This design comes from an exercise in tuning for a short achievable clock period and few clock cycles per item on the open sky130 flow, not from production work.
Function was checked by simulation only, so behaviour that the tests miss may differ from the original.
No activity file was given, so power comes from the tool's default toggle rates.

`design/flow/run.sh`:
```
#!/bin/bash
# synth_recipe.tcl (not shown) runs the flow's synth.tcl, then flattens the netlist and writes it again
# the make line also repeats each setting of config.mk as NAME=value (left out here)
make -C /OpenROAD-flow-scripts/flow DESIGN_CONFIG=/design/flow/config.mk WORK_HOME=/design/flow/orfs CLKGATE_MAP_FILE= SYNTH_SCRIPT=/design/flow/synth_recipe.tcl finish
```
`design/flow/config.mk`:
```
export PLATFORM = sky130hd
export DESIGN_NAME = lc4_cpu
export DESIGN_NICKNAME = lc4_cpu
export VERILOG_FILES = /design/flow/design.v
export SDC_FILE = /design/flow/constraint.sdc
export NUM_CORES = 4
export LEC_CHECK = 0
export ABC_AREA = 1
export CAP_MARGIN = 20
export CORE_MARGIN = 2
export CORE_UTILIZATION = 40
export SETUP_SLACK_MARGIN = 3.0
export SLEW_MARGIN = 20
export SYNTH_HIERARCHICAL = 1
```
`design/flow/constraint.sdc`:
```
create_clock -name core_clock -period 5.0 [get_ports {gwe}]
set_input_delay 1.0000 -clock core_clock [delete_from_list [all_inputs] [get_ports {gwe}]]
set_output_delay 1.0000 -clock core_clock [all_outputs]
set_load 0.01 [all_outputs]
```
`design/flow/design.v`:
```
package lc4_pkg;
   typedef logic [15:0] word_t;      
   typedef logic [2:0]  reg_sel_t;   
   typedef logic [2:0]  nzp_t;       
   localparam word_t RESET_PC = 16'h8200;
   localparam word_t NOP_INSN = 16'h0000;   
   typedef enum logic [1:0] {
      BUBBLE_NONE     = 2'd0,
      BUBBLE_MISPRED  = 2'd2,
      BUBBLE_LOAD_USE = 2'd3
   } bubble_t;
   typedef struct packed {
      word_t    pc;
      word_t    insn;
      bubble_t  bubble;
      logic     rf_we;
      reg_sel_t rd;
      word_t    rf_data;
      logic     nzp_we;
      nzp_t     nzp;
   } wb_trace_t;
endpackage
`timescale 1ns/1ps
module lc4_processor (
   input  logic               gwe,
   input  logic               i_rst_n,
   output lc4_pkg::word_t     o_imem_addr,
   input  lc4_pkg::word_t     i_imem_insn,
   output lc4_pkg::word_t     o_dmem_addr,
   input  lc4_pkg::word_t     i_dmem_rdata,
   output logic               o_dmem_we,
   output lc4_pkg::word_t     o_dmem_wdata,
   output lc4_pkg::wb_trace_t o_wb
);
   lc4_pkg::word_t   pc_q;             
   lc4_pkg::word_t   pc_r;             
   logic [7:0][15:0] rf;
   lc4_pkg::nzp_t    nzp_q;            
   logic [1:0]       btb_v;
   lc4_pkg::word_t   btb_pc  [2];
   lc4_pkg::word_t   btb_tgt [2];
   logic             btb_next;         
   logic [1:0]       hit_q;            
   logic           x_valid;
   lc4_pkg::word_t x_pc;
   lc4_pkg::word_t x_insn;
   lc4_pkg::word_t x_a;                
   lc4_pkg::word_t x_b;                
   lc4_pkg::word_t x_c;                
   logic           x_la, x_lb, x_lc;   
   logic           x_lbr;              
   logic           x_we;
   lc4_pkg::reg_sel_t x_rd;
   logic           x_is_and;
   logic           x_is_load;
   logic           x_is_store;
   logic           x_is_br;
   logic           x_pred;
   logic           x_hit;              
   logic           x_hit1;             
   lc4_pkg::nzp_t  x_mask;
   lc4_pkg::word_t x_pcp1;
   logic [8:0]     x_tlo;              
   logic           x_tc;               
   logic [6:0]     x_hi, x_hi_m1, x_hi_p1;
   logic           m_valid;
   logic           m_lu;               
   lc4_pkg::word_t m_pc;
   lc4_pkg::word_t m_insn;
   logic           m_we;
   logic [7:0]     m_wsel;             
   lc4_pkg::reg_sel_t m_rd;
   logic           m_is_load;
   lc4_pkg::word_t m_result;
   logic           m_zero;             
   lc4_pkg::word_t m_addr;
   logic           m_store;
   lc4_pkg::word_t m_wdata;
   logic [1:0]     w_bx;               
   lc4_pkg::word_t w_pc;
   lc4_pkg::word_t w_insn;
   logic           w_we;
   lc4_pkg::reg_sel_t w_rd;
   lc4_pkg::word_t w_data;
   lc4_pkg::nzp_t  w_nzp;
   lc4_pkg::word_t m_val;              
   logic           m_wr;
   logic           ld_zero;
   lc4_pkg::nzp_t  m_nzp;
   assign m_val = m_is_load ? i_dmem_rdata : m_result;
   assign m_wr  = m_valid && m_we;
   lc4_zero16 i_ld_zero (.i_v(i_dmem_rdata), .o_zero(ld_zero));
   assign m_nzp = m_is_load ? {i_dmem_rdata[15], ld_zero, !i_dmem_rdata[15] && !ld_zero}
                            : {m_result[15], m_zero, !m_result[15] && !m_zero};
   assign o_dmem_addr  = m_addr;
   assign o_dmem_we    = m_store;
   assign o_dmem_wdata = m_wdata;
   lc4_pkg::word_t op_c, sum, res;
   logic           res_zero;
   logic           hold;
   logic           mispred;
   logic           taken;
   lc4_pkg::word_t redirect, x_target;
   assign hold = x_valid && (x_la || x_lb || x_lbr);
   assign op_c = x_lc ? i_dmem_rdata : x_c;
   lc4_pkg::word_t andv;
   lc4_add16 i_add (.i_a(x_a), .i_b(x_b), .o_s(sum));
   assign andv = x_a & x_b;
   assign res  = x_is_and ? andv : sum;
   lc4_zero_ab i_zero (.i_a(x_a), .i_b(x_b), .i_is_and(x_is_and), .o_zero(res_zero));
   lc4_branch i_branch (
      .i_valid   (x_valid && !hold),
      .i_br      (x_is_br),
      .i_pred    (x_pred),
      .i_mask    (x_mask),
      .i_nzp_q   (nzp_q),
      .i_m_wr    (m_wr),
      .i_m_neg   (m_result[15]),
      .i_m_zero  (m_zero),
      .o_mispred (mispred),
      .o_taken   (taken)
   );
   always_comb begin
      x_target[8:0] = x_tlo;
      case ({x_insn[8], x_tc})
         2'b01:   x_target[15:9] = x_hi_p1;
         2'b10:   x_target[15:9] = x_hi_m1;
         default: x_target[15:9] = x_hi;
      endcase
   end
   assign redirect = x_pred ? x_pcp1 : x_target;
   lc4_pkg::word_t insn;
   logic [3:0]     op;
   logic           f_and, f_ldr, f_str, f_const, f_br;
   logic           f_we, f_use_a, f_b_reg;
   logic           f_fa, f_fb, f_fc;
   lc4_pkg::reg_sel_t f_rs, f_rt, f_rc;
   lc4_pkg::word_t rs_v, rt_v, rc_v, f_imm;
   lc4_pkg::word_t pcp1, pc_next;
   logic [9:0]     tlo;
   logic [6:0]     hi_m1, hi_p1;
   logic           hit0, hit1, f_pred;
   assign insn = i_imem_insn;
   assign op   = insn[15:12];
   assign f_rs = insn[8:6];
   assign f_rt = insn[2:0];
   assign f_rc = insn[11:9];
   lc4_dec i_dec_f (
      .i_insn   (insn),
      .o_we     (f_we),
      .o_use_a  (f_use_a),
      .o_b_reg  (f_b_reg),
      .o_and    (f_and),
      .o_ldr    (f_ldr),
      .o_str    (f_str),
      .o_const  (f_const),
      .o_br     (f_br),
      .o_imm    (f_imm)
   );
   logic           d_we, d_b_reg, d_and, d_ldr, d_str, d_br;
   lc4_pkg::word_t d_imm;
   lc4_dec i_dec_x (
      .i_insn   (x_insn),
      .o_we     (d_we),
      .o_use_a  (),
      .o_b_reg  (d_b_reg),
      .o_and    (d_and),
      .o_ldr    (d_ldr),
      .o_str    (d_str),
      .o_const  (),
      .o_br     (d_br),
      .o_imm    (d_imm)
   );
   lc4_rf_read i_rd_s (.i_sel(f_rs), .i_rf(rf), .i_wt(m_wr && (m_rd == f_rs)), .i_wt_val(m_val), .o_val(rs_v));
   lc4_rf_read i_rd_t (.i_sel(f_rt), .i_rf(rf), .i_wt(m_wr && (m_rd == f_rt)), .i_wt_val(m_val), .o_val(rt_v));
   lc4_rf_read i_rd_c (.i_sel(f_rc), .i_rf(rf), .i_wt(m_wr && (m_rd == f_rc)), .i_wt_val(m_val), .o_val(rc_v));
   assign f_fa = x_valid && x_we && (x_rd == f_rs) && f_use_a;
   assign f_fb = x_valid && x_we && (x_rd == f_rt) && f_b_reg;
   assign f_fc = x_valid && x_we && (x_rd == f_rc) && f_str;
   assign pcp1 = pc_q + 16'd1;
   lc4_add9c i_tlo (.i_a(pc_q[8:0]), .i_b(insn[8:0]), .o_s(tlo));
   lc4_hi7 i_hi (.i_hi(pc_q[15:9]), .o_m1(hi_m1), .o_p1(hi_p1));
   logic          tk_sel;
   lc4_pkg::word_t pc_other, tgt_hit;
   assign hit0   = hit_q[0];
   assign hit1   = hit_q[1];
   assign f_pred = hit0 || hit1;
   assign tk_sel = f_pred && !mispred && !hold;
   assign tgt_hit  = hit0 ? btb_tgt[0] : btb_tgt[1];
   assign pc_other = mispred ? redirect : (hold ? pc_q : pcp1);
   assign pc_next  = tk_sel ? tgt_hit : pc_other;
   logic       btb_ins, btb_inv;
   logic [1:0] h_tgt, h_red, h_p1, h_kill, hit_next;
   assign btb_ins = x_valid && !hold && x_is_br && taken && !x_hit;
   assign btb_inv = x_valid && !hold && x_pred && !taken;
   always_comb begin
      for (int e = 0; e < 2; e++) begin
         h_kill[e] = (btb_ins && (btb_next == e[0])) || (btb_inv && (x_hit1 == e[0]));
         h_tgt[e]  = btb_v[e] && (btb_pc[e] == tgt_hit) && !h_kill[e];
         h_red[e]  = btb_v[e] && (btb_pc[e] == redirect) && !h_kill[e];
         h_p1[e]   = btb_v[e] && (btb_pc[e] == pcp1) && !h_kill[e];
         hit_next[e] = tk_sel ? h_tgt[e] : (mispred ? h_red[e] : (hold ? (hit_q[e] && !h_kill[e]) : h_p1[e]));
      end
   end
   assign pc_q        = pc_r ^ lc4_pkg::RESET_PC;
   assign o_imem_addr = pc_q;
   always_ff @(posedge gwe or negedge i_rst_n) begin
      if (!i_rst_n) begin
         pc_r     <= 16'h0000;
         hit_q    <= 2'b00;
         nzp_q    <= 3'b010;
         x_valid  <= 1'b0;
         x_la     <= 1'b0;
         x_lb     <= 1'b0;
         x_lc     <= 1'b0;
         x_lbr    <= 1'b0;
         m_valid  <= 1'b0;
         m_wsel   <= 8'h00;
         m_lu     <= 1'b0;
         m_store  <= 1'b0;
         m_addr   <= 16'h0000;
         m_wdata  <= 16'h0000;
         w_bx     <= 2'b00;
         w_we     <= 1'b0;
         btb_v    <= 2'b00;
         btb_next <= 1'b0;
         for (int i = 0; i < 8; i++) begin
            rf[i] <= 16'h0000;
         end
      end else begin
         pc_r  <= pc_next ^ lc4_pkg::RESET_PC;
         hit_q <= hit_next;
         x_valid <= hold || !mispred;
         if (hold) begin
            x_la  <= 1'b0;
            x_lb  <= 1'b0;
            x_lc  <= 1'b0;
            x_lbr <= 1'b0;
         end else begin
            x_la    <= f_fa && x_is_load;
            x_lb    <= f_fb && x_is_load;
            x_lc    <= f_fc && x_is_load;
            x_lbr   <= f_br && x_valid && x_is_load;
         end
         m_valid <= x_valid && !hold;
         m_lu    <= hold;
         m_store <= x_valid && !hold && x_is_store;
         m_addr  <= (x_valid && (x_is_load || x_is_store)) ? sum : 16'h0000;
         m_wdata <= (x_valid && !hold && x_is_store) ? op_c : 16'h0000;
         for (int i = 0; i < 8; i++) begin
            m_wsel[i] <= x_valid && !hold && x_we && (x_rd == i[2:0]);
         end
         for (int i = 0; i < 8; i++) begin
            if (m_wsel[i]) begin
               rf[i] <= m_val;
            end
         end
         if (m_wr) begin
            nzp_q    <= m_nzp;
         end
         w_bx     <= 2'b10 ^ (m_valid ? lc4_pkg::BUBBLE_NONE :
                     (m_lu ? lc4_pkg::BUBBLE_LOAD_USE : lc4_pkg::BUBBLE_MISPRED));
         w_we     <= m_wr;
         if (btb_ins) begin
            btb_v[btb_next] <= 1'b1;
            btb_next        <= !btb_next;
         end else if (btb_inv) begin
            btb_v[x_hit1] <= 1'b0;
         end
      end
   end
   always_ff @(posedge gwe) begin
      if (btb_ins) begin
         btb_pc[btb_next]   <= x_pc;
         btb_tgt[btb_next]  <= x_target;
      end
   end
   always_ff @(posedge gwe) begin
      x_a <= a_next;
      x_b <= b_next;
      x_c <= c_next;
   end
   lc4_pkg::word_t a_alt, b_alt, c_alt, a_next, b_next, c_next;
   logic           a_res, b_res, c_res;
   always_comb begin
      if (hold) begin
         a_alt = x_la ? i_dmem_rdata : rf[x_insn[8:6]];
         b_alt = x_lb ? i_dmem_rdata : (d_b_reg ? rf[x_insn[2:0]] : d_imm);
         c_alt = x_lc ? i_dmem_rdata : rf[x_insn[11:9]];
      end else begin
         a_alt = f_const ? 16'h0000 : rs_v;
         b_alt = f_b_reg ? rt_v : f_imm;
         c_alt = rc_v;
      end
      a_res = !hold && !f_const && f_fa;
      b_res = !hold && f_b_reg && f_fb;
      c_res = !hold && f_fc;
   end
   lc4_fwd_mux i_fwd_a (.i_sum(sum), .i_and(andv), .i_is_and(x_is_and), .i_res(a_res), .i_alt(a_alt), .o_v(a_next));
   lc4_fwd_mux i_fwd_b (.i_sum(sum), .i_and(andv), .i_is_and(x_is_and), .i_res(b_res), .i_alt(b_alt), .o_v(b_next));
   lc4_fwd_mux i_fwd_c (.i_sum(sum), .i_and(andv), .i_is_and(x_is_and), .i_res(c_res), .i_alt(c_alt), .o_v(c_next));
   always_ff @(posedge gwe) begin
      x_we       <= hold ? d_we  : f_we;
      x_rd       <= hold ? x_insn[11:9] : f_rc;
      x_mask     <= hold ? x_insn[11:9] : insn[11:9];
      x_is_and   <= hold ? d_and : f_and;
      x_is_load  <= hold ? d_ldr : f_ldr;
      x_is_store <= hold ? d_str : f_str;
      x_is_br    <= hold ? d_br  : f_br;
   end
   always_ff @(posedge gwe) begin
      if (!hold) begin
      x_pc       <= pc_q;
      x_insn     <= insn;
      x_pred     <= f_pred;
      x_hit      <= hit0 || hit1;
      x_hit1     <= !hit0;
      x_pcp1     <= pcp1;
      x_tlo      <= tlo[8:0];
      x_tc       <= tlo[9];
      x_hi       <= pc_q[15:9];
      x_hi_m1    <= hi_m1;
      x_hi_p1    <= hi_p1;
      end
   end
   always_ff @(posedge gwe) begin
      m_pc       <= x_pc;
      m_insn     <= x_insn;
      m_we       <= x_we;
      m_rd       <= x_rd;
      m_is_load  <= x_is_load;
      m_result   <= res;
      m_zero     <= res_zero;
      w_pc       <= m_pc;
      w_insn     <= m_insn;
      w_rd       <= m_rd;
      w_data     <= m_val;
      w_nzp      <= m_nzp;
   end
   assign o_wb.pc      = w_pc;
   assign o_wb.insn    = w_insn;
   assign o_wb.bubble  = lc4_pkg::bubble_t'(w_bx ^ 2'b10);
   assign o_wb.rf_we   = w_we;
   assign o_wb.rd      = w_rd;
   assign o_wb.rf_data = w_data;
   assign o_wb.nzp_we  = w_we;
   assign o_wb.nzp     = w_nzp;
endmodule
module lc4_zero16 (
   input  lc4_pkg::word_t i_v,
   output logic           o_zero
);
   assign o_zero = (i_v == 16'h0000);
endmodule
module lc4_add16 (
   input  lc4_pkg::word_t i_a,
   input  lc4_pkg::word_t i_b,
   output lc4_pkg::word_t o_s
);
   assign o_s = i_a + i_b;
endmodule
module lc4_zero_ab (
   input  lc4_pkg::word_t i_a,
   input  lc4_pkg::word_t i_b,
   input  logic           i_is_and,
   output logic           o_zero
);
   lc4_pkg::word_t x, c;
   assign x      = i_a ^ i_b;
   assign c      = {i_a[14:0] | i_b[14:0], 1'b0};
   assign o_zero = i_is_and ? ((i_a & i_b) == 16'h0000) : (x == c);
endmodule
module lc4_fwd_mux (
   input  lc4_pkg::word_t i_sum,
   input  lc4_pkg::word_t i_and,
   input  logic           i_is_and,
   input  logic           i_res,
   input  lc4_pkg::word_t i_alt,
   output lc4_pkg::word_t o_v
);
   lc4_pkg::word_t early;
   assign early = (i_res && i_is_and) ? i_and : i_alt;
   assign o_v   = (i_res && !i_is_and) ? i_sum : early;
endmodule
module lc4_rf_read (
   input  lc4_pkg::reg_sel_t i_sel,
   input  logic [7:0][15:0]  i_rf,
   input  logic              i_wt,
   input  lc4_pkg::word_t    i_wt_val,
   output lc4_pkg::word_t    o_val
);
   assign o_val = i_wt ? i_wt_val : i_rf[i_sel];
endmodule
module lc4_branch (
   input  logic           i_valid,
   input  logic           i_br,
   input  logic           i_pred,
   input  lc4_pkg::nzp_t  i_mask,
   input  lc4_pkg::nzp_t  i_nzp_q,
   input  logic           i_m_wr,
   input  logic           i_m_neg,
   input  logic           i_m_zero,
   output logic           o_mispred,
   output logic           o_taken
);
   logic mp_n, mp_z, mp_p, mp_q, mp_r;
   logic tk_n, tk_z, tk_p, tk_q, tk_r;
   assign tk_n = i_br && i_mask[2];
   assign tk_z = i_br && i_mask[1];
   assign tk_p = i_br && i_mask[0];
   assign tk_q = i_br && ((i_mask & i_nzp_q) != 3'b000);
   assign mp_n = i_valid && (tk_n != i_pred);
   assign mp_z = i_valid && (tk_z != i_pred);
   assign mp_p = i_valid && (tk_p != i_pred);
   assign mp_q = i_valid && (tk_q != i_pred);
   assign mp_r = i_m_neg ? mp_n : (i_m_zero ? mp_z : mp_p);
   assign tk_r = i_m_neg ? tk_n : (i_m_zero ? tk_z : tk_p);
   assign o_mispred = i_m_wr ? mp_r : mp_q;
   assign o_taken   = i_m_wr ? tk_r : tk_q;
endmodule
module lc4_add9c (
   input  logic [8:0] i_a,
   input  logic [8:0] i_b,
   output logic [9:0] o_s
);
   logic [10:0] t;
   assign t   = {1'b0, i_a, 1'b1} + {1'b0, i_b, 1'b1};
   assign o_s = t[10:1];
endmodule
module lc4_hi7 (
   input  logic [6:0] i_hi,
   output logic [6:0] o_m1,
   output logic [6:0] o_p1
);
   assign o_m1 = i_hi - 7'd1;
   assign o_p1 = i_hi + 7'd1;
endmodule
module lc4_dec (
   input  lc4_pkg::word_t i_insn,
   output logic           o_we,
   output logic           o_use_a,
   output logic           o_b_reg,
   output logic           o_and,
   output logic           o_ldr,
   output logic           o_str,
   output logic           o_const,
   output logic           o_br,
   output lc4_pkg::word_t o_imm
);
   logic [3:0] op;
   logic       add_imm, add_reg;
   assign op      = i_insn[15:12];
   assign add_imm = (op == 4'b0001) && i_insn[5];
   assign add_reg = (op == 4'b0001) && (i_insn[5:3] == 3'b000);
   assign o_and   = (op == 4'b0101) && (i_insn[5:3] == 3'b000);
   assign o_ldr   = (op == 4'b0110);
   assign o_str   = (op == 4'b0111);
   assign o_const = (op == 4'b1001);
   assign o_br    = (op == 4'b0000) && (i_insn[11:9] != 3'b000) && (i_insn[8:0] != 9'd0);
   assign o_we    = add_imm || add_reg || o_and || o_ldr || o_const;
   assign o_use_a = add_imm || add_reg || o_and || o_ldr || o_str;
   assign o_b_reg = add_reg || o_and;
   always_comb begin
      if (add_imm) begin
         o_imm = {{11{i_insn[4]}}, i_insn[4:0]};
      end else if (o_const) begin
         o_imm = {{7{i_insn[8]}}, i_insn[8:0]};
      end else begin
         o_imm = {{10{i_insn[5]}}, i_insn[5:0]};   
      end
   end
endmodule
`timescale 1ns/1ps
module lc4_cpu (
   input  logic        gwe,
   input  logic        i_rst_n,
   output logic [15:0] o_imem_addr,
   input  logic [15:0] i_imem_insn,
   output logic [15:0] o_dmem_addr,
   input  logic [15:0] i_dmem_rdata,
   output logic        o_dmem_we,
   output logic [15:0] o_dmem_wdata,
   output logic [15:0] o_wb_pc,
   output logic [15:0] o_wb_insn,
   output logic [1:0]  o_wb_bubble,
   output logic        o_wb_rf_we,
   output logic [2:0]  o_wb_rd,
   output logic [15:0] o_wb_rf_data,
   output logic        o_wb_nzp_we,
   output logic [2:0]  o_wb_nzp
);
   lc4_pkg::wb_trace_t wb;
   lc4_processor i_lc4_processor (
      .gwe          (gwe),
      .i_rst_n      (i_rst_n),
      .o_imem_addr  (o_imem_addr),
      .i_imem_insn  (i_imem_insn),
      .o_dmem_addr  (o_dmem_addr),
      .i_dmem_rdata (i_dmem_rdata),
      .o_dmem_we    (o_dmem_we),
      .o_dmem_wdata (o_dmem_wdata),
      .o_wb         (wb)
   );
   assign o_wb_pc      = wb.pc;
   assign o_wb_insn    = wb.insn;
   assign o_wb_bubble  = wb.bubble;
   assign o_wb_rf_we   = wb.rf_we;
   assign o_wb_rd      = wb.rd;
   assign o_wb_rf_data = wb.rf_data;
   assign o_wb_nzp_we  = wb.nzp_we;
   assign o_wb_nzp     = wb.nzp;
endmodule
```
==> run notes, run 1 <==
Result of the run = finished clean
Static Leak = 20.3 nW
Max reg flops = 128
Slew Limit Headroom = 0.410
Root buffer selected by CTS = sky130_fd_sc_hd__clkbuf_16
Final global-route overflow total = 0
Aggregate global-route resource usage = 0.316
Average vias per placed instance = 5.64
Residual antenna-violating net count after detailed routing = 0
Worst reg2reg path endpoint = i_lc4_processor.hit_q[1]
Die H = 289 um
Largest net degree at the start of global routing = 126
Clock group share of total power = 0.243
Yosys warnings = 8
Number of endpoints with negative hold slack in the final report = 0
Fin crit period = 2.41 ns
Number of H-tree levels = 2
Router iterations before antenna repair = 7
Largest fanout on the critical path = 2
Count of buffers inserted at the top-level ports = 140
Wire length per cell after detailed routing = 22.8 um
Portion of total power attributed to sequential cells = 0.369
CP Launch Type = register
Number of violations reported at the end of detailed-routing iteration 0 = 4313
Syn_area_per_cell = 6.82 sq um
Clock tree from TritonCTS = built
Placed wire-length estimate after detailed placement = 83300 um
# IOs = 141
Setup slack on the worst flop-to-flop path = 2.70 ns
Area overhead of the layout relative to synthesis = 28.0%
Initial Util = 0.404
Antenna diodes = 0
Hold-fix buffer count after cts = 0
Int Pwr = 10.8 mW
Area of the die = 83600 sq um
Cell row count = 104
Startpoint of the most critical register-to-register path = i_lc4_processor.hit_q[0]
Largest Register = i_lc4_processor.rf
Setup violators final = 0
WP data arrival = 1.41 ns
Antenna violations before repair = 3
Register-to-Register Path Depth = 9
Final critical-path share of the clock period = 0.483
Maximum capacitance violations = 0
Top cell family by delay on the critical path = flip-flops
WP buf/inv = 2
Worst hold margin = 0.157 ns
Switching power total = 7.74 mW
Total wire length = 139000 um
Fraction of final layout cells with drive strength greater than 1 = 0.211
Clock tree skew after final layout = 0.0576 ns
Num CTS Buffers = 58
Switching fraction of total power = 0.416
Start-to-end type of the worst setup path = register to primary output
Commonest cells after routing, fill and taps aside = 1327 x sky130_fd_sc_hd__nand2_1, 657 x sky130_fd_sc_hd__inv_1, 454 x sky130_fd_sc_hd__nand3_1
Gate count after technology mapping = 4767
Cell breakdown of the critical path = clkinvlp_4, buf_6
GPL Wtd Cong = 0.965
Largest registers in the final layout = i_lc4_processor.rf x128, i_lc4_processor.btb_pc x32, i_lc4_processor.btb_tgt x32
Longest Clk Path Bufs = 3
Biggest cell delay along the critical path = 0.40 ns
Most frequent standard cell in the layout excluding fill and tap cells = sky130_fd_sc_hd__nand2_1
Slowest CP cell = sky130_fd_sc_hd__dfrtp_1
Setup repair after global routing missed its margin = yes
Setup TNS = 0 ns
Peak Freq = 0.414 GHz
Worst hold-check path type = primary input to async pin
Via count of the first global-routing pass = 31000
Final number of max-transition violations = 0
Clock Sinks = 504
IR drop worst, VDD = 0.000310 V
Slew @ Worst Pin = 0.885 ns
Area of the mapped netlist = 32500 sq um
Clock-pin slew of the registers on the worst-case setup and hold paths = 0.07 ns
Portion of total power attributed to combinational logic = 0.388
Chip width = 289 um
Clk Latency, worst-skew pair = 0.67 ns
Power density of the placed cells = 447 nW/um^2
Global-route wire length before repair = 198000 um
Overall via count from detail_route = 34300
Synthesized Nets = 4863
Worst Setup End Kind = primary output
NumNets Final = 5067
Placeable core area = 80500 sq um
DRC violations left = 0
Worst Path Required = 4.00 ns
## worst register-to-register path: stages (launching register included)
cell and delay [ns]:
sky130_fd_sc_hd__dfrtp_4 0.55, sky130_fd_sc_hd__buf_12 0.17, sky130_fd_sc_hd__o21ai_1 0.39, sky130_fd_sc_hd__xor2_1 0.19
sky130_fd_sc_hd__nand4_1 0.18, sky130_fd_sc_hd__nor2_1 0.26, sky130_fd_sc_hd__nand2_1 0.14, sky130_fd_sc_hd__a21oi_1 0.16
sky130_fd_sc_hd__nand2_1 0.09, sky130_fd_sc_hd__a21oi_2 0.12
## repair_timing
item                       4_1_cts  5_1_grt
gates resized for setup        941      390
buffers inserted               142       49
pin swaps                       69      120
setup endpoints to repair      340      285
cloned                          23       12
## through the flow
| step | setup WS [ns] | power [mW] | instance area [sq um] | util | cells |
|---|---|---|---|---|---|
| 6_report | 2.59 | 18.6 | 41600 | 0.517 | 6081 |
| 5_1_grt | 2.58 | 19.7 | 41600 | 0.517 | 6081 |
| 4_1_cts | 2.60 | 17.8 | 39300 | 0.488 | 6020 |
| 3_5_place_dp | 1.21 | 12.6 | 34500 | 0.428 | 5745 |
| 3_3_place_gp | 1.24 | 12.6 | 34500 | 0.428 | 5745 |
| 2_1_floorplan | 2.62 | 10.4 | 33100 | - | 4767 |
## routing by layer
| layer | GRT usage | part of all wire | vias to the layer above |
|---|---|---|---|
| li1 | - | - | 15700 |
| met1 | 0.433 | 0.39 | 15900 |
| met2 | 0.462 | 0.42 | 2189 |
| met3 | 0.0572 | 0.12 | 528 |
| met4 | 0.190 | 0.069 | 4 |
| met5 | 0 | 0.00022 | - |
## worst max path at each step
stage / startpoint / endpoint / slack, ns / cells after the start
floorplan: i_imem_insn[2] / i_lc4_processor.x_b[7] / 2.62 / 11
global placement: i_imem_insn[12] / i_lc4_processor.x_b[12] / 1.24 / 14
detailed placement: i_imem_insn[12] / i_lc4_processor.x_b[12] / 1.21 / 14
CTS: register / o_imem_addr[9] / 2.60 / 2
global route: register / o_imem_addr[9] / 2.58 / 2
finish: register / o_imem_addr[9] / 2.59 / 2
## layout make-up
cell class              count  area (sq um)
inverters                 731          2990
clock inverters            38           414
multi-input cells        3241         17800
flip-flops and latches    504         12600
repair buffers            430          4860
well taps                1060          1330
repair inverters            5          42.5
clock buffers              72          1610
fillers                  7655         38900
## power by group through the flow
| stage | registers (mW) | clock network, mW | logic (mW) |
|---|---|---|---|
| floorplan | 6.38 | 0 | 4.00 |
| finish | 6.86 | 4.51 | 7.21 |
| detailed placement | 6.92 | 0 | 5.71 |
| global route | 6.98 | 4.72 | 7.95 |
| global placement | 6.91 | 0 | 5.65 |
| CTS | 6.77 | 4.56 | 6.50 |
Testbench counts, summed over its fixed seeds: cycles 55,528, instructions 51,200.
==> inputs of run 2 (changes only) <==
--- a/design/flow/design.v
+++ b/design/flow/design.v
@@ -38,7 +38,2 @@
    lc4_pkg::nzp_t    nzp_q;            
-   logic [1:0]       btb_v;
-   lc4_pkg::word_t   btb_pc  [2];
-   lc4_pkg::word_t   btb_tgt [2];
-   logic             btb_next;         
-   logic [1:0]       hit_q;            
    logic           x_valid;
@@ -58,4 +53,2 @@
    logic           x_pred;
-   logic           x_hit;              
-   logic           x_hit1;             
    lc4_pkg::nzp_t  x_mask;
@@ -141,3 +134,3 @@
    logic [6:0]     hi_m1, hi_p1;
-   logic           hit0, hit1, f_pred;
+   logic           f_pred;
    assign insn = i_imem_insn;
@@ -182,24 +175,34 @@
    lc4_hi7 i_hi (.i_hi(pc_q[15:9]), .o_m1(hi_m1), .o_p1(hi_p1));
-   logic          tk_sel;
-   lc4_pkg::word_t pc_other, tgt_hit;
-   assign hit0   = hit_q[0];
-   assign hit1   = hit_q[1];
-   assign f_pred = hit0 || hit1;
-   assign tk_sel = f_pred && !mispred && !hold;
-   assign tgt_hit  = hit0 ? btb_tgt[0] : btb_tgt[1];
-   assign pc_other = mispred ? redirect : (hold ? pc_q : pcp1);
-   assign pc_next  = tk_sel ? tgt_hit : pc_other;
-   logic       btb_ins, btb_inv;
-   logic [1:0] h_tgt, h_red, h_p1, h_kill, hit_next;
-   assign btb_ins = x_valid && !hold && x_is_br && taken && !x_hit;
-   assign btb_inv = x_valid && !hold && x_pred && !taken;
+   logic          n_top, use_x, known;
+   lc4_pkg::nzp_t nzp_other;
+   lc4_neg_top i_neg_top (.i_a(x_a[15:12]), .i_b(x_b[15:12]), .i_is_and(x_is_and), .o_n(n_top));
    always_comb begin
-      for (int e = 0; e < 2; e++) begin
-         h_kill[e] = (btb_ins && (btb_next == e[0])) || (btb_inv && (x_hit1 == e[0]));
-         h_tgt[e]  = btb_v[e] && (btb_pc[e] == tgt_hit) && !h_kill[e];
-         h_red[e]  = btb_v[e] && (btb_pc[e] == redirect) && !h_kill[e];
-         h_p1[e]   = btb_v[e] && (btb_pc[e] == pcp1) && !h_kill[e];
-         hit_next[e] = tk_sel ? h_tgt[e] : (mispred ? h_red[e] : (hold ? (hit_q[e] && !h_kill[e]) : h_p1[e]));
+      use_x     = x_valid && x_we && !x_is_load;
+      known     = 1'b1;
+      nzp_other = nzp_q;
+      if (x_valid && x_we) begin
+         known = !x_is_load;
+      end else if (m_wr) begin
+         known     = !m_is_load;
+         nzp_other = {m_result[15], m_zero, !m_result[15] && !m_zero};
       end
    end
+   lc4_fpredict i_fpredict (
+      .i_insn   (insn),
+      .i_known  (known),
+      .i_use_x  (use_x),
+      .i_zero_x (res_zero),
+      .i_neg_x  (n_top),
+      .i_nzp    (nzp_other),
+      .o_pred   (f_pred)
+   );
+   lc4_fetch i_fetch (
+      .i_insn     (insn),
+      .i_pc       (pc_q),
+      .i_pcp1     (pcp1),
+      .i_pred     (f_pred),
+      .i_block    (mispred || hold),
+      .i_other    (mispred ? redirect : (hold ? pc_q : pcp1)),
+      .o_pc_next  (pc_next)
+   );
    assign pc_q        = pc_r ^ lc4_pkg::RESET_PC;
@@ -209,3 +212,2 @@
          pc_r     <= 16'h0000;
-         hit_q    <= 2'b00;
          nzp_q    <= 3'b010;
@@ -224,4 +226,2 @@
          w_we     <= 1'b0;
-         btb_v    <= 2'b00;
-         btb_next <= 1'b0;
          for (int i = 0; i < 8; i++) begin
@@ -231,3 +231,2 @@
          pc_r  <= pc_next ^ lc4_pkg::RESET_PC;
-         hit_q <= hit_next;
          x_valid <= hold || !mispred;
@@ -263,14 +262,2 @@
          w_we     <= m_wr;
-         if (btb_ins) begin
-            btb_v[btb_next] <= 1'b1;
-            btb_next        <= !btb_next;
-         end else if (btb_inv) begin
-            btb_v[x_hit1] <= 1'b0;
-         end
-      end
-   end
-   always_ff @(posedge gwe) begin
-      if (btb_ins) begin
-         btb_pc[btb_next]   <= x_pc;
-         btb_tgt[btb_next]  <= x_target;
       end
@@ -314,5 +301,3 @@
       x_insn     <= insn;
-      x_pred     <= f_pred;
-      x_hit      <= hit0 || hit1;
-      x_hit1     <= !hit0;
+      x_pred     <= f_pred && f_br;
       x_pcp1     <= pcp1;
@@ -472,2 +457,73 @@
 endmodule
+module lc4_fetch (
+   input  lc4_pkg::word_t i_insn,
+   input  lc4_pkg::word_t i_pc,
+   input  lc4_pkg::word_t i_pcp1,
+   input  logic           i_pred,
+   input  logic           i_block,
+   input  lc4_pkg::word_t i_other,
+   output lc4_pkg::word_t o_pc_next
+);
+   logic [6:0]     lo;
+   logic [9:0]     hi_m1, hi_p1;
+   lc4_pkg::word_t target;
+   lc4_add6c i_lo (.i_a(i_pc[5:0]), .i_b(i_insn[5:0]), .o_s(lo));
+   lc4_hi10 i_hi (.i_hi(i_pc[15:6]), .o_m1(hi_m1), .o_p1(hi_p1));
+   always_comb begin
+      case ({i_insn[5], lo[6]})
+         2'b01:   target[15:6] = hi_p1;
+         2'b10:   target[15:6] = hi_m1;
+         default: target[15:6] = i_pc[15:6];
+      endcase
+      target[5:0] = lo[5:0];
+   end
+   assign o_pc_next = (i_pred && !i_block) ? target : (i_block ? i_other : i_pcp1);
+endmodule
+module lc4_add6c (
+   input  logic [5:0] i_a,
+   input  logic [5:0] i_b,
+   output logic [6:0] o_s
+);
+   logic [7:0] t;
+   assign t   = {1'b0, i_a, 1'b1} + {1'b0, i_b, 1'b1};
+   assign o_s = t[7:1];
+endmodule
+module lc4_hi10 (
+   input  logic [9:0] i_hi,
+   output logic [9:0] o_m1,
+   output logic [9:0] o_p1
+);
+   assign o_m1 = i_hi - 10'd1;
+   assign o_p1 = i_hi + 10'd1;
+endmodule
+module lc4_neg_top (
+   input  logic [3:0] i_a,
+   input  logic [3:0] i_b,
+   input  logic       i_is_and,
+   output logic       o_n
+);
+   logic [3:0] top;
+   assign top = i_a + i_b;
+   assign o_n = i_is_and ? (i_a[3] && i_b[3]) : top[3];
+endmodule
+module lc4_fpredict (
+   input  lc4_pkg::word_t i_insn,
+   input  logic           i_known,
+   input  logic           i_use_x,
+   input  logic           i_zero_x,
+   input  logic           i_neg_x,
+   input  lc4_pkg::nzp_t  i_nzp,
+   output logic           o_pred
+);
+   lc4_pkg::nzp_t m;
+   logic          br, t_z0, t_o, t_s;
+   assign m    = i_insn[11:9];
+   assign br   = (i_insn[15:12] == 4'b0000) &&
+                 ((i_insn[8:5] == 4'b0000) || (i_insn[8:5] == 4'b1111));
+   assign t_z0 = i_neg_x ? m[2] : m[0];
+   assign t_o  = (m & i_nzp) != 3'b000;
+   assign t_s  = (i_insn[8] && (m != 3'b000)) ||
+                 (m[2] && m[1]) || (m[2] && m[0]) || (m[1] && m[0]);
+   assign o_pred = br && (i_use_x ? (i_zero_x ? m[1] : t_z0) : (i_known ? t_o : t_s));
+endmodule
 `timescale 1ns/1ps
--- a/design/flow/config.mk
+++ b/design/flow/config.mk
@@ -10,3 +10,4 @@
 export CORE_MARGIN = 2
-export CORE_UTILIZATION = 40
+export CORE_UTILIZATION = 50
+export PLACE_DENSITY = 0.75
 export SETUP_SLACK_MARGIN = 3.0
==> run notes, run 2 <==
Global-route wire length before repair = 180000 um (was 198000 um)
Average vias per placed instance = 5.92 (was 5.64)
Met2 layer wire length in the routed design = 53300 um (was 57900 um)
Max reg flops = 128 (unchanged)
Chip width = 253 um (was 289 um)
Clock tree skew after final layout = 0.0375 ns (was 0.0576 ns)
GPL Wtd Cong = 0.979 (was 0.965)
CP Launch Type = register (unchanged)
Area of the mapped netlist = 30900 sq um (was 32500 sq um)
Root buffer selected by CTS = sky130_fd_sc_hd__clkbuf_16 (unchanged)
Power density of the placed cells = 443 nW/um^2 (was 447 nW/um^2)
Wire length per cell after detailed routing = 22.1 um (was 22.8 um)
Number of H-tree levels = 2 (unchanged)
Fin crit period = 2.53 ns (was 2.41 ns)
Most frequent standard cell in the layout excluding fill and tap cells = sky130_fd_sc_hd__nand2_1 (unchanged)
Max layer used = met5 (unchanged)
Largest fanout on the critical path = 8 (was 2)
Peak Freq = 0.396 GHz (was 0.414 GHz)
Overall via count from detail_route = 34400 (was 34300)
Longest Clk Path Bufs = 3 (unchanged)
Routed metal-1 wire length = 44800 um (was 54500 um)
Biggest cell delay along the critical path = 0.38 ns (was 0.40 ns)
Start-to-end type of the worst setup path = register to register (was register to primary output)
Area of the die = 63900 sq um (was 83600 sq um)
Cell breakdown of the critical path = inv_1, ha_4, nand2_1, inv_1, nor2_1, nand3_1, nor2_1, nand2_1, nand2_4, nand2_2, nand2_2, a21oi_4, nor2_1, nand2_1, inv_4, nor2_4, clkbuf_16, a21oi_2, nand2_1 (was clkinvlp_4, buf_6)
Synthesized Nets = 4953 (was 4863)
Worst Path Required = 5.52 ns (was 4.00 ns)
Clock-pin slew of the registers on the worst-case setup and hold paths = 0.06 ns (was 0.07 ns)
Top cell family by delay on the critical path = simple AND/OR/NAND/NOR gates (was flip-flops)
Result of the run = finished clean (unchanged)
Fraction of final layout cells with drive strength greater than 1 = 0.200 (was 0.211)
NumNets Final = 5085 (was 5067)
Gate count after technology mapping = 4843 (was 4767)
Largest net degree at the start of global routing = 126 (unchanged)
DRC violations left = 0 (unchanged)
Number of endpoints with negative hold slack in the final report = 0 (unchanged)
Number of violations reported at the end of detailed-routing iteration 0 = 5038 (was 4313)
Largest Register = i_lc4_processor.rf (unchanged)
Setup violators final = 0 (unchanged)
Clk Latency, worst-skew pair = 0.63 ns (was 0.67 ns)
Finished Layout Cells = 5810 (was 6081)
Clock tree from TritonCTS = built (unchanged)
Cell row count = 91 (was 104)
WP buf/inv = 4 (was 2)
Die H = 253 um (was 289 um)
Static Leak = 20.2 nW (was 20.3 nW)
Count of buffers inserted at the top-level ports = 140 (unchanged)
Final critical-path share of the clock period = 0.505 (was 0.483)
Slew @ Worst Pin = 1.13 ns (was 0.885 ns)
Commonest cells after routing, fill and taps aside = 1606 x sky130_fd_sc_hd__nand2_1, 694 x sky130_fd_sc_hd__inv_1, 588 x sky130_fd_sc_hd__nand3_1 (was 1327 x sky130_fd_sc_hd__nand2_1, 657 x sky130_fd_sc_hd__inv_1, 454 x sky130_fd_sc_hd__nand3_1)
Num CTS Buffers = 48 (was 58)
Initial Util = 0.503 (was 0.404)
Placeable core area = 61500 sq um (was 80500 sq um)
Fill count = 5172 (was 7655)
Final global-route overflow total = 0 (unchanged)
Cell count after placement = 5537 (was 5745)
Final number of max-transition violations = 0 (unchanged)
Router iterations before antenna repair = 10 (was 7)
WP data arrival = 3.05 ns (was 1.41 ns)
Total wire length = 128000 um (was 139000 um)
Slowest CP cell = sky130_fd_sc_hd__dfxtp_4 (was sky130_fd_sc_hd__dfrtp_1)
Syn_area_per_cell = 6.39 sq um (was 6.82 sq um)
Setup TNS = 0 ns (unchanged)
IR drop worst, VDD = 0.000399 V (was 0.000310 V)
Hold-fix buffer count after cts = 0 (unchanged)
Slew Limit Headroom = 0.242 (was 0.410)
Yosys warnings = 9 (was 8)
Worst Setup End Kind = register (was primary output)
Crit-path most repeated cell = sky130_fd_sc_hd__nand2_1
Placed wire-length estimate after detailed placement = 74100 um (was 83300 um)
Residual antenna-violating net count after detailed routing = 0 (unchanged)
Antenna violations before repair = 6 (was 3)
Maximum capacitance violations = 0 (unchanged)
Setup repair after global routing missed its margin = yes (unchanged)
Clock Sinks = 434 (was 504)
Worst hold-check path type = register to register (was primary input to async pin)
Met3 wire length = 18400 um (was 16700 um)
Area overhead of the layout relative to synthesis = 24.4% (was 28.0%)
Total chip power = 17.0 mW (was 18.6 mW)
Via count of the first global-routing pass = 30800 (was 31000)
# IOs = 141 (unchanged)
Aggregate global-route resource usage = 0.368 (was 0.316)
-- run 2: cell types whose count changed in the layout (fill, tap and decap cells not counted), moves of 33 or more --
| cell | previous run | this run |
|---|---|---|
| sky130_fd_sc_hd__o211ai_1 | 70 | 113 |
| sky130_fd_sc_hd__nor2_1 | 250 | 205 |
| sky130_fd_sc_hd__inv_1 | 657 | 694 |
| sky130_fd_sc_hd__o21ai_1 | 58 | 19 |
| sky130_fd_sc_hd__xor2_1 | 55 | 22 |
| sky130_fd_sc_hd__edfxtp_1 | 138 | 73 |
| sky130_fd_sc_hd__nand2_1 | 1327 | 1606 |
| sky130_fd_sc_hd__o21ai_0 | 317 | 163 |
| sky130_fd_sc_hd__nand3_1 | 454 | 588 |
-- run 2: final timing paths --
check,start,to,slack [ns],cells after the start
worst max-delay path,i_lc4_processor.x_a[4],i_lc4_processor.pc_r[13],2.47,19
worst min-delay path,i_lc4_processor.m_insn[2],i_lc4_processor.w_insn[2],0.33,0
worst max register to register,i_lc4_processor.x_a[4],i_lc4_processor.pc_r[13],2.47,19
worst min register to register,i_lc4_processor.m_insn[2],i_lc4_processor.w_insn[2],0.33,0
max in group asynchronous,i_rst_n,i_lc4_processor.rf[77],3.41,2
min in group asynchronous,i_rst_n,i_lc4_processor.rf[99],0.40,1
-- run 2: area by class of cell --
type / count / area [sq um] / share of cell area
sequential: 434 / 10600 / 0.275
clock inverter: 25 / 289 / 0.00751
timing repair inverter: 4 / 50.0 / 0.00130
multi-input combinational: 3329 / 17700 / 0.460
tap: 790 / 988 / 0.0257
antenna: 5 / 12.5 / 0.000325
clock buffer: 65 / 1380 / 0.0358
timing repair buffer: 376 / 4220 / 0.110
inverter: 782 / 3240 / 0.0843
-- run 2: where the power goes --
| group | internal [mW] | switching (mW) |
|---|---|---|
| clock network | 2.16 | 1.62 |
| registers | 4.75 | 1.13 |
| logic | 2.76 | 4.63 |
| total | 9.67 | 7.38 |
-- run 2: layer usage --
| layer | vias to the layer above | global-route usage |
|---|---|---|
| li1 | 15400 | - |
| met1 | 15500 | 0.451 |
| met2 | 2679 | 0.554 |
| met3 | 782 | 0.104 |
| met4 | 8 | 0.272 |
| met5 | - | 0 |
-- run 2: timing repair --
item,CTS,global route
setup endpoints to repair,252,202
pin swaps,47,134
resized for setup,915,365
buffers inserted,89,60
gates cloned,14,15
-- run 2: stage by stage --
step | setup WS, ns | instance area [sq um] | util | hold WS, ns
finish | 2.47 | 38500 | 0.626 | 0.325
global route | 2.42 | 38500 | 0.626 | 0.329
CTS | 2.67 | 36100 | 0.587 | 0.324
detailed placement | 0.985 | 32300 | 0.525 | 0.312
global placement | 1.11 | 32300 | 0.525 | 0.311
floorplan | 2.37 | 31400 | - | 0.310
Testbench counts of run 2, summed over its fixed seeds: cycles 52,398, instructions 51,200.
==> inputs of run 3 (changes only) <==
--- a/design/flow/config.mk
+++ b/design/flow/config.mk
@@ -10,4 +10,3 @@
 export CORE_MARGIN = 2
-export CORE_UTILIZATION = 50
-export PLACE_DENSITY = 0.75
+export CORE_UTILIZATION = 40
 export SETUP_SLACK_MARGIN = 3.0
==> run notes, run 3 <==
Clock Sinks = 434 (unchanged)
Setup repair after global routing missed its margin = yes (unchanged)
Slew Limit Headroom = 0.401 (was 0.242)
Placed wire-length estimate after detailed placement = 78700 um (was 74100 um)
Setup violators final = 0 (unchanged)
Final number of max-transition violations = 0 (unchanged)
Worst hold margin = 0.196 ns (was 0.325 ns)
Via count of the first global-routing pass = 30600 (was 30800)
Worst hold-check path type = primary input to async pin (was register to register)
Clock tree from TritonCTS = built (unchanged)
WP data arrival = 2.91 ns (was 3.05 ns)
NumNets Final = 5096 (was 5085)
Int Pwr = 10.1 mW (was 9.67 mW)
CP Launch Type = register (unchanged)
Power density of the placed cells = 455 nW/um^2 (was 443 nW/um^2)
Longest Clk Path Bufs = 3 (unchanged)
Number of endpoints with negative hold slack in the final report = 0 (unchanged)
Clock-pin slew of the registers on the worst-case setup and hold paths = 0.07 ns (was 0.06 ns)
Pre-CTS setup slack = 0.704 ns (was 0.985 ns)
Register-to-Register Path Depth = 20 (was 19)
Setup TNS = 0 ns (unchanged)
Switching fraction of total power = 0.421 (was 0.433)
Cell count after placement = 5777 (was 5537)
Root buffer selected by CTS = sky130_fd_sc_hd__clkbuf_16 (unchanged)
Overall via count from detail_route = 32700 (was 34400)
Peak Freq = 0.420 GHz (was 0.396 GHz)
Maximum capacitance violations = 0 (unchanged)
Aggregate global-route resource usage = 0.316 (was 0.368)
Chip width = 282 um (was 253 um)
Antenna diodes = 0 (was 5)
Result of the run = finished clean (unchanged)
Start-to-end type of the worst setup path = register to register (unchanged)
Portion of total power attributed to combinational logic = 0.420 (was 0.434)
Average vias per placed instance = 5.39 (was 5.92)
Cell row count = 101 (was 91)
Max reg flops = 128 (unchanged)
Most frequent standard cell in the layout excluding fill and tap cells = sky130_fd_sc_hd__nand2_1 (unchanged)
Initial Util = 0.405 (was 0.503)
IR drop worst, VDD = 0.000462 V (was 0.000399 V)
Clk Latency, worst-skew pair = 0.64 ns (was 0.63 ns)
Fill count = 7580 (was 5172)
Placeable core area = 76300 sq um (was 61500 sq um)
Clock group share of total power = 0.242 (was 0.222)
Syn_area_per_cell = 6.39 sq um (unchanged)
Router iterations before antenna repair = 6 (was 10)
Area of the mapped netlist = 30900 sq um (unchanged)
Number of H-tree levels = 2 (unchanged)
Antenna violations before repair = 4 (was 6)
Dpl cell area = 32600 sq um (was 32300 sq um)
Area of the die = 79600 sq um (was 63900 sq um)
Commonest cells after routing, fill and taps aside = 1626 x sky130_fd_sc_hd__nand2_1, 694 x sky130_fd_sc_hd__inv_1, 634 x sky130_fd_sc_hd__nand3_1 (was 1606 x sky130_fd_sc_hd__nand2_1, 694 x sky130_fd_sc_hd__inv_1, 588 x sky130_fd_sc_hd__nand3_1)
Area overhead of the layout relative to synthesis = 24.1% (was 24.4%)
Num CTS Buffers = 51 (was 48)
Slack of the critical path = 2.62 ns (was 2.47 ns)
Clock tree skew after final layout = 0.0290 ns (was 0.0375 ns)
# IOs = 141 (unchanged)
DRC violations left = 0 (unchanged)
Hold-fix buffer count after cts = 0 (unchanged)
Switching power total = 7.35 mW (was 7.38 mW)
Final global-route overflow total = 0 (unchanged)
Residual antenna-violating net count after detailed routing = 0 (unchanged)
Final critical-path share of the clock period = 0.477 (was 0.505)
Global-route wire length before repair = 190000 um (was 180000 um)
Final standard cell area without fillers = 38400 sq um (was 38500 sq um)
Portion of total power attributed to sequential cells = 0.338 (was 0.345)
Yosys warnings = 9 (unchanged)
Worst Setup End Kind = register (unchanged)
Total wire length = 129000 um (was 128000 um)
Finished Layout Cells = 6059 (was 5810)
Gate count after technology mapping = 4843 (unchanged)
Slew @ Worst Pin = 0.899 ns (was 1.13 ns)
Wire length per cell after detailed routing = 21.4 um (was 22.1 um)
GPL Wtd Cong = 0.929 (was 0.979)
Number of violations reported at the end of detailed-routing iteration 0 = 3638 (was 5038)
Largest fanout on the critical path = 7 (was 8)
Die H = 282 um (was 253 um)
Fin crit period = 2.38 ns (was 2.53 ns)
Largest Register = i_lc4_processor.rf (unchanged)
Worst Path Required = 5.53 ns (was 5.52 ns)
Static Leak = 20.2 nW (about the same)
Count of buffers inserted at the top-level ports = 140 (unchanged)
Largest net degree at the start of global routing = 130 (was 126)
Synthesized Nets = 4953 (unchanged)
Fraction of final layout cells with drive strength greater than 1 = 0.189 (was 0.200)
[run 3: cell types whose count changed in the layout (fill, tap and decap cells not counted), sizes merged, moves of 3 or more]
cell / delta
clkdlybuf4s50: -5
diode: -5
buf: +8
clkbuf: +3
dlymetal6s2s: +4
clkinvlp: +4
inv: +4
clkinv: -12
bufinv: +5
bufbuf: +3
[run 3: power by group through the flow]
stage	Sequential, mW	Combinational (mW)	Clock [mW]
2_1_floorplan	5.58	4.35	0
3_3_place_gp	5.95	6.04	0
3_5_place_dp	5.94	6.12	0
4_1_cts	5.85	6.86	4.26
5_1_grt	6.03	8.20	4.40
6_report	5.91	7.34	4.22
[run 3: worst paths after layout]
path                                                start                     endpoint  slack, ns
worst max-delay path              i_lc4_processor.x_b[11]     i_lc4_processor.pc_r[15]       2.62
worst min-delay path                              i_rst_n      i_lc4_processor.pc_r[0]       0.20
worst max register to register    i_lc4_processor.x_b[11]     i_lc4_processor.pc_r[15]       2.62
worst min register to register  i_lc4_processor.m_insn[3]    i_lc4_processor.w_insn[3]       0.33
max in group asynchronous                         i_rst_n  i_lc4_processor.m_wdata[14]       3.65
min in group core_clock         i_lc4_processor.m_insn[3]    i_lc4_processor.w_insn[3]       0.33
[run 3: per-layer routing]
layer / up-vias / share of wire / GRT usage
met2: 1795 / 0.44 / 0.496
li1: 15400 / - / -
met4: 4 / 0.074 / 0.195
met5: - / 0.00017 / 0
met3: 464 / 0.10 / 0.0548
met1: 15000 / 0.39 / 0.407
[run 3: worst max-delay path, stage by stage (launching register included)]
cell	delay (ns)
sky130_fd_sc_hd__dfxtp_2	0.37
sky130_fd_sc_hd__inv_2	0.05
sky130_fd_sc_hd__ha_4	0.26
sky130_fd_sc_hd__inv_2	0.03
sky130_fd_sc_hd__nand2_2	0.04
sky130_fd_sc_hd__nand2_2	0.07
sky130_fd_sc_hd__nor2_2	0.12
sky130_fd_sc_hd__nand2_1	0.08
sky130_fd_sc_hd__nor2_1	0.09
sky130_fd_sc_hd__nand2_1	0.07
sky130_fd_sc_hd__nand2_2	0.12
sky130_fd_sc_hd__inv_2	0.06
sky130_fd_sc_hd__a21oi_4	0.18
sky130_fd_sc_hd__nor2_1	0.05
sky130_fd_sc_hd__nand2_1	0.10
sky130_fd_sc_hd__inv_4	0.07
sky130_fd_sc_hd__nor2_4	0.18
sky130_fd_sc_hd__clkbuf_16	0.20
sky130_fd_sc_hd__a21oi_2	0.05
sky130_fd_sc_hd__nand2_1	0.05
sky130_fd_sc_hd__inv_1	0.03
[run 3: area by class of cell]
cell class	instances	area (sq um)	area share
inverter	782	3210	0.0837
multi-input combinational	3328	17200	0.449
clock buffer	73	1510	0.0394
clock inverter	23	379	0.00988
timing repair inverter	7	62.6	0.00163
timing repair buffer	382	4110	0.107
sequential	434	10600	0.276
tap	1030	1290	0.0336
[run 3: through the flow]
stage	total power [mW]	util
after detailed placement	12.1	0.427
after global placement	12.0	0.427
after global routing	18.6	0.503
after floorplan	9.93	-
after CTS	17.0	0.484
final	17.5	0.503
[run 3: timing repair]
item	CTS	global route
buffers inserted	123	37
resized for setup	945	236
setup endpoints to repair	253	209
pin swaps	65	96
cloned	18	8
==> inputs of run 4 (changes only) <==
--- a/design/flow/design.v
+++ b/design/flow/design.v
@@ -131,3 +131,3 @@
    lc4_pkg::word_t rs_v, rt_v, rc_v, f_imm;
-   lc4_pkg::word_t pcp1, pc_next;
+   lc4_pkg::word_t pcp1, pc_next_r;      
    logic [9:0]     tlo;
@@ -189,2 +189,5 @@
    end
+   logic [1:0] sel_z, pred_z;
+   logic       f_sel;
+   lc4_pkg::word_t target, pc_other;
    lc4_fpredict i_fpredict (
@@ -193,16 +196,15 @@
       .i_use_x  (use_x),
-      .i_zero_x (res_zero),
       .i_neg_x  (n_top),
       .i_nzp    (nzp_other),
-      .o_pred   (f_pred)
-   );
-   lc4_fetch i_fetch (
-      .i_insn     (insn),
-      .i_pc       (pc_q),
-      .i_pcp1     (pcp1),
-      .i_pred     (f_pred),
-      .i_block    (mispred || hold),
-      .i_other    (mispred ? redirect : (hold ? pc_q : pcp1)),
-      .o_pc_next  (pc_next)
+      .i_block  (mispred || hold),
+      .i_br     (f_br),
+      .o_sel    (sel_z),
+      .o_pred   (pred_z)
    );
+   lc4_mux1 i_sel_mux  (.i_s(res_zero), .i_1(sel_z[1]),  .i_0(sel_z[0]),  .o_y(f_sel));
+   lc4_mux1 i_pred_mux (.i_s(res_zero), .i_1(pred_z[1]), .i_0(pred_z[0]), .o_y(f_pred));
+   lc4_target i_target (.i_insn(insn), .i_pc(pc_q), .o_target(target));
+   assign pc_other = mispred ? redirect : (hold ? pc_q : pcp1);
+   lc4_mux16 i_pc_mux (.i_s(f_sel), .i_1(target ^ lc4_pkg::RESET_PC), .i_0(pc_other ^ lc4_pkg::RESET_PC),
+                       .o_y(pc_next_r));
    assign pc_q        = pc_r ^ lc4_pkg::RESET_PC;
@@ -230,3 +232,3 @@
       end else begin
-         pc_r  <= pc_next ^ lc4_pkg::RESET_PC;
+         pc_r  <= pc_next_r;
          x_valid <= hold || !mispred;
@@ -301,3 +303,3 @@
       x_insn     <= insn;
-      x_pred     <= f_pred && f_br;
+      x_pred     <= f_pred;
       x_pcp1     <= pcp1;
@@ -457,25 +459,16 @@
 endmodule
-module lc4_fetch (
+module lc4_target (
    input  lc4_pkg::word_t i_insn,
    input  lc4_pkg::word_t i_pc,
-   input  lc4_pkg::word_t i_pcp1,
-   input  logic           i_pred,
-   input  logic           i_block,
-   input  lc4_pkg::word_t i_other,
-   output lc4_pkg::word_t o_pc_next
+   output lc4_pkg::word_t o_target
 );
-   logic [6:0]     lo;
-   logic [9:0]     hi_m1, hi_p1;
-   lc4_pkg::word_t target;
+   logic [6:0] lo;
+   logic [9:0] hi_m1, hi_p1;
    lc4_add6c i_lo (.i_a(i_pc[5:0]), .i_b(i_insn[5:0]), .o_s(lo));
    lc4_hi10 i_hi (.i_hi(i_pc[15:6]), .o_m1(hi_m1), .o_p1(hi_p1));
-   always_comb begin
-      case ({i_insn[5], lo[6]})
-         2'b01:   target[15:6] = hi_p1;
-         2'b10:   target[15:6] = hi_m1;
-         default: target[15:6] = i_pc[15:6];
-      endcase
-      target[5:0] = lo[5:0];
-   end
-   assign o_pc_next = (i_pred && !i_block) ? target : (i_block ? i_other : i_pcp1);
+   logic [9:0] hi_c1, hi_c0;
+   assign hi_c1 = i_insn[5] ? i_pc[15:6] : hi_p1;
+   assign hi_c0 = i_insn[5] ? hi_m1 : i_pc[15:6];
+   lc4_mux10 i_hi_mux (.i_s(lo[6]), .i_1(hi_c1), .i_0(hi_c0), .o_y(o_target[15:6]));
+   assign o_target[5:0] = lo[5:0];
 endmodule
@@ -512,9 +505,11 @@
    input  logic           i_use_x,
-   input  logic           i_zero_x,
    input  logic           i_neg_x,
    input  lc4_pkg::nzp_t  i_nzp,
-   output logic           o_pred
+   input  logic           i_block,
+   input  logic           i_br,
+   output logic [1:0]     o_sel,
+   output logic [1:0]     o_pred
 );
    lc4_pkg::nzp_t m;
-   logic          br, t_z0, t_o, t_s;
+   logic          br, t_z0, t_o, t_s, p1, p0;
    assign m    = i_insn[11:9];
@@ -526,3 +521,30 @@
                  (m[2] && m[1]) || (m[2] && m[0]) || (m[1] && m[0]);
-   assign o_pred = br && (i_use_x ? (i_zero_x ? m[1] : t_z0) : (i_known ? t_o : t_s));
+   assign p1   = br && (i_use_x ? m[1] : (i_known ? t_o : t_s));
+   assign p0   = br && (i_use_x ? t_z0 : (i_known ? t_o : t_s));
+   assign o_sel  = {p1 && !i_block, p0 && !i_block};
+   assign o_pred = {p1 && i_br, p0 && i_br};
+endmodule
+module lc4_mux1 (
+   input  logic i_s,
+   input  logic i_1,
+   input  logic i_0,
+   output logic o_y
+);
+   assign o_y = i_s ? i_1 : i_0;
+endmodule
+module lc4_mux16 (
+   input  logic           i_s,
+   input  lc4_pkg::word_t i_1,
+   input  lc4_pkg::word_t i_0,
+   output lc4_pkg::word_t o_y
+);
+   assign o_y = i_s ? i_1 : i_0;
+endmodule
+module lc4_mux10 (
+   input  logic       i_s,
+   input  logic [9:0] i_1,
+   input  logic [9:0] i_0,
+   output logic [9:0] o_y
+);
+   assign o_y = i_s ? i_1 : i_0;
 endmodule
==> run notes, run 4 <==
Longest Clk Path Bufs = 3 (unchanged)
Overall via count from detail_route = 32500 (was 32700)
Gate count after technology mapping = 4829 (was 4843)
WP data arrival = 1.32 ns (was 2.91 ns)
Slew Limit Headroom = 0.458 (was 0.401)
Utilization after layout = 0.502 (was 0.503)
Fraction of final layout cells with drive strength greater than 1 = 0.189 (about the same)
Setup TNS = 0 ns (unchanged)
Total chip power = 17.3 mW (was 17.5 mW)
Antenna violations before repair = 0 (was 4)
Clk Latency, worst-skew pair = 0.67 ns (was 0.64 ns)
Chip width = 282 um (unchanged)
Power density of the placed cells = 452 nW/um^2 (was 455 nW/um^2)
Fin crit period = 2.32 ns (was 2.38 ns)
Clock Sinks = 434 (unchanged)
Portion of total power attributed to sequential cells = 0.345 (was 0.338)
Final number of max-transition violations = 0 (unchanged)
Pre-CTS setup slack = 1.10 ns (was 0.704 ns)
Worst Path Required = 4.00 ns (was 5.53 ns)
Static Leak = 20.1 nW (was 20.2 nW)
GPL Wtd Cong = 0.918 (was 0.929)
Aggregate global-route resource usage = 0.304 (was 0.316)
# IOs = 141 (unchanged)
Clock tree from TritonCTS = built (unchanged)
Root buffer selected by CTS = sky130_fd_sc_hd__clkbuf_16 (unchanged)
Clock group share of total power = 0.234 (was 0.242)
Hold-fix buffer count after cts = 0 (unchanged)
Slack of the critical path = 2.68 ns (was 2.62 ns)
Maximum capacitance violations = 0 (unchanged)
Initial Util = 0.405 (unchanged)
Final global-route overflow total = 0 (unchanged)
Wire length per cell after detailed routing = 20.9 um (was 21.4 um)
Count of buffers inserted at the top-level ports = 140 (unchanged)
Number of endpoints with negative hold slack in the final report = 0 (unchanged)
Clock-pin slew of the registers on the worst-case setup and hold paths = 0.06 ns (was 0.07 ns)
Number of H-tree levels = 2 (unchanged)
Number of violations reported at the end of detailed-routing iteration 0 = 3861 (was 3638)
WP buf/inv = 2 (was 6)
Global-route wire length before repair = 184000 um (was 190000 um)
Yosys warnings = 8 (was 9)
Start-to-end type of the worst setup path = register to primary output (was register to register)
Clock tree skew after final layout = 0.0662 ns (was 0.0290 ns)
Total wire length = 126000 um (was 129000 um)
Area of the mapped netlist = 30900 sq um (unchanged)
Largest Register = i_lc4_processor.rf (unchanged)
Fill count = 7667 (was 7580)
Setup violators final = 0 (unchanged)
NumNets Final = 5052 (was 5096)
Placeable core area = 76300 sq um (unchanged)
DRC violations left = 0 (unchanged)
Area of the die = 79600 sq um (unchanged)
Slew @ Worst Pin = 0.813 ns (was 0.899 ns)
Largest fanout on the critical path = 2 (was 7)
Result of the run = finished clean (unchanged)
Top cell family by delay on the critical path = flip-flops (was simple AND/OR/NAND/NOR gates)
Peak Freq = 0.431 GHz (was 0.420 GHz)
Max reg flops = 128 (unchanged)
Largest net degree at the start of global routing = 115 (was 130)
Slowest CP cell = sky130_fd_sc_hd__dfrtp_1 (was sky130_fd_sc_hd__dfxtp_2)
Setup repair after global routing missed its margin = yes (unchanged)
Final critical-path share of the clock period = 0.464 (was 0.477)
CP Launch Type = register (unchanged)
Int Pwr = 9.90 mW (was 10.1 mW)
Commonest cells after routing, fill and taps aside = 1595 x sky130_fd_sc_hd__nand2_1, 701 x sky130_fd_sc_hd__inv_1, 605 x sky130_fd_sc_hd__nand3_1 (was 1626 x sky130_fd_sc_hd__nand2_1, 694 x sky130_fd_sc_hd__inv_1, 634 x sky130_fd_sc_hd__nand3_1)
Switching fraction of total power = 0.428 (was 0.421)
Area overhead of the layout relative to synthesis = 23.8% (was 24.1%)
Portion of total power attributed to combinational logic = 0.421 (was 0.420)
Biggest cell delay along the critical path = 0.39 ns (was 0.37 ns)
IR drop worst, VDD = 0.000393 V (was 0.000462 V)
Cell breakdown of the critical path = clkinvlp_4, buf_6 (was inv_2, ha_4, inv_2, nand2_2, nand2_2, nor2_2, nand2_1, nor2_1, nand2_1, nand2_2, inv_2, a21oi_4, nor2_1, nand2_1, inv_4, nor2_4, clkbuf_16, a21oi_2, nand2_1, inv_1)
Worst Setup End Kind = primary output (was register)
Placed wire-length estimate after detailed placement = 78100 um (was 78700 um)
Syn_area_per_cell = 6.41 sq um (was 6.39 sq um)
Most frequent standard cell in the layout excluding fill and tap cells = sky130_fd_sc_hd__nand2_1 (unchanged)
Switching power total = 7.41 mW (was 7.35 mW)
Residual antenna-violating net count after detailed routing = 0 (unchanged)
Num CTS Buffers = 52 (was 51)
Die H = 282 um (unchanged)
Router iterations before antenna repair = 9 (was 6)
Via count of the first global-routing pass = 29900 (was 30600)
Average vias per placed instance = 5.40 (was 5.39)
Synthesized Nets = 4937 (was 4953)
Cell row count = 101 (unchanged)
Worst hold-check path type = primary input to async pin (unchanged)
-- run 4: cell types whose count changed in the layout (fill, tap and decap cells not counted), moves of 11 or more --
cell and change:
sky130_fd_sc_hd__nand2_2 +54, sky130_fd_sc_hd__nand2_1 -31, sky130_fd_sc_hd__nor2_2 -17, sky130_fd_sc_hd__o21ai_1 -13
sky130_fd_sc_hd__inv_2 -17, sky130_fd_sc_hd__buf_6 -13, sky130_fd_sc_hd__o21ai_0 +11, sky130_fd_sc_hd__nand3_1 -29
sky130_fd_sc_hd__buf_4 -28, sky130_fd_sc_hd__ha_4 -14
-- run 4: area by class of cell --
type	count	area (sq um)	share of cell area
clock inverters	26	318	0.00829
multi-input cells	3328	17400	0.455
diodes	3	7.51	0.000196
well taps	1030	1290	0.0336
clock buffers	72	1510	0.0394
inverters	769	3170	0.0828
flip-flops and latches	434	10600	0.276
repair inverters	6	75.1	0.00196
repair buffers	353	3940	0.103
-- run 4: worst reg2reg max path: cells and delay by family (launching register included) --
kind / cells / cell delay, ns
flip-flops: 1 / 0.37
buffers and inverters: 2 / 0.24
adder cells (fa/ha/maj): 1 / 0.29
AND/OR/NAND/NOR: 15 / 1.25
-- run 4: final timing paths --
check                                         start                        to  slack (ns)  depth (start not counted)
setup reg to reg            i_lc4_processor.x_a[14]  i_lc4_processor.pc_r[13]        2.82                         18
setup / recovery           i_lc4_processor.pc_r[15]           o_imem_addr[15]        2.68                          2
min in group core_clock    i_lc4_processor.m_pc[11]  i_lc4_processor.w_pc[11]        0.32                          0
hold / removal                              i_rst_n  i_lc4_processor.pc_r[12]        0.21                          1
max in group asynchronous                   i_rst_n    i_lc4_processor.rf[27]        3.68                          2
hold reg to reg            i_lc4_processor.m_pc[11]  i_lc4_processor.w_pc[11]        0.32                          0
-- run 4: per-stage QoR --
stage,instances,hold WS [ns],area (sq um)
finish,6021,0.206,38300
CTS,5973,0.188,36400
detailed placement,5764,0.312,32500
global route,6018,0.207,38300
floorplan,4829,0.310,31300
global placement,5764,0.311,32500
-- run 4: repair_timing --
item                                   4_1_cts  5_1_grt
gates resized for setup                    884      360
setup buffers                               97       30
endpoints found under the hold margin        0        0
gates cloned                                14       15
setup endpoints to repair                  295      197
pin swaps                                   39      137
-- run 4: power groups by stage --
stage / Sequential [mW] / Clock [mW] / Combinational [mW]
final: 5.98 / 4.05 / 7.29
after global routing: 6.10 / 4.23 / 8.13
after CTS: 5.93 / 4.09 / 6.78
after detailed placement: 6.01 / 0 / 6.12
after global placement: 6.01 / 0 / 6.04
after floorplan: 5.63 / 0 / 4.32
-- run 4: metal layers --
layer,global-route usage,wire length [um],up-vias
li1,-,-,15300
met1,0.398,50500,15000
met2,0.473,54800,1766
met3,0.0533,12400,375
met4,0.175,7910,0
met5,0,0,-
Testbench counts of run 4, summed over its fixed seeds: cycles 52,398, instructions 51,200.

-- static timing again, ports no longer ideal --
No port has a modelled driver above. Below, the same layouts with a new extraction and two added sets of constraints.
Step 1: set_driving_cell puts a clkbuf_16 on gwe and a buf_2 on each other input, an assumption about the parent block.
Step 2, shift: input delay + t, output delay - t, t = (earliest + latest rising clock arrival at the registers) / 2. This alone moves slack from input paths to output paths.
a / b / c = ideal / step 1 / step 2; a / b = the first two.
run | t (ns) | setup slack, ns | hold slack, ns | worst data-port slew with drivers (ns)
run 1 | 0.715 | 2.587 / 2.514 / 2.167 | 0.157 / 0.136 / 0.324 | 0.20
run 2 | 0.684 | 2.474 / 2.474 / 2.036 | 0.325 / 0.325 / 0.325 | 0.07
run 3 | 0.700 | 2.617 / 2.617 / 2.106 | 0.196 / 0.177 / 0.325 | 0.13
run 4 | 0.708 | 2.678 / 2.608 / 2.020 | 0.206 / 0.221 / 0.325 | 0.32
After both steps every run listed still meets setup and hold. For run 4, which loses most, drivers alone change the setup slack by -0.070 ns; drivers and shift together by -0.658 ns.
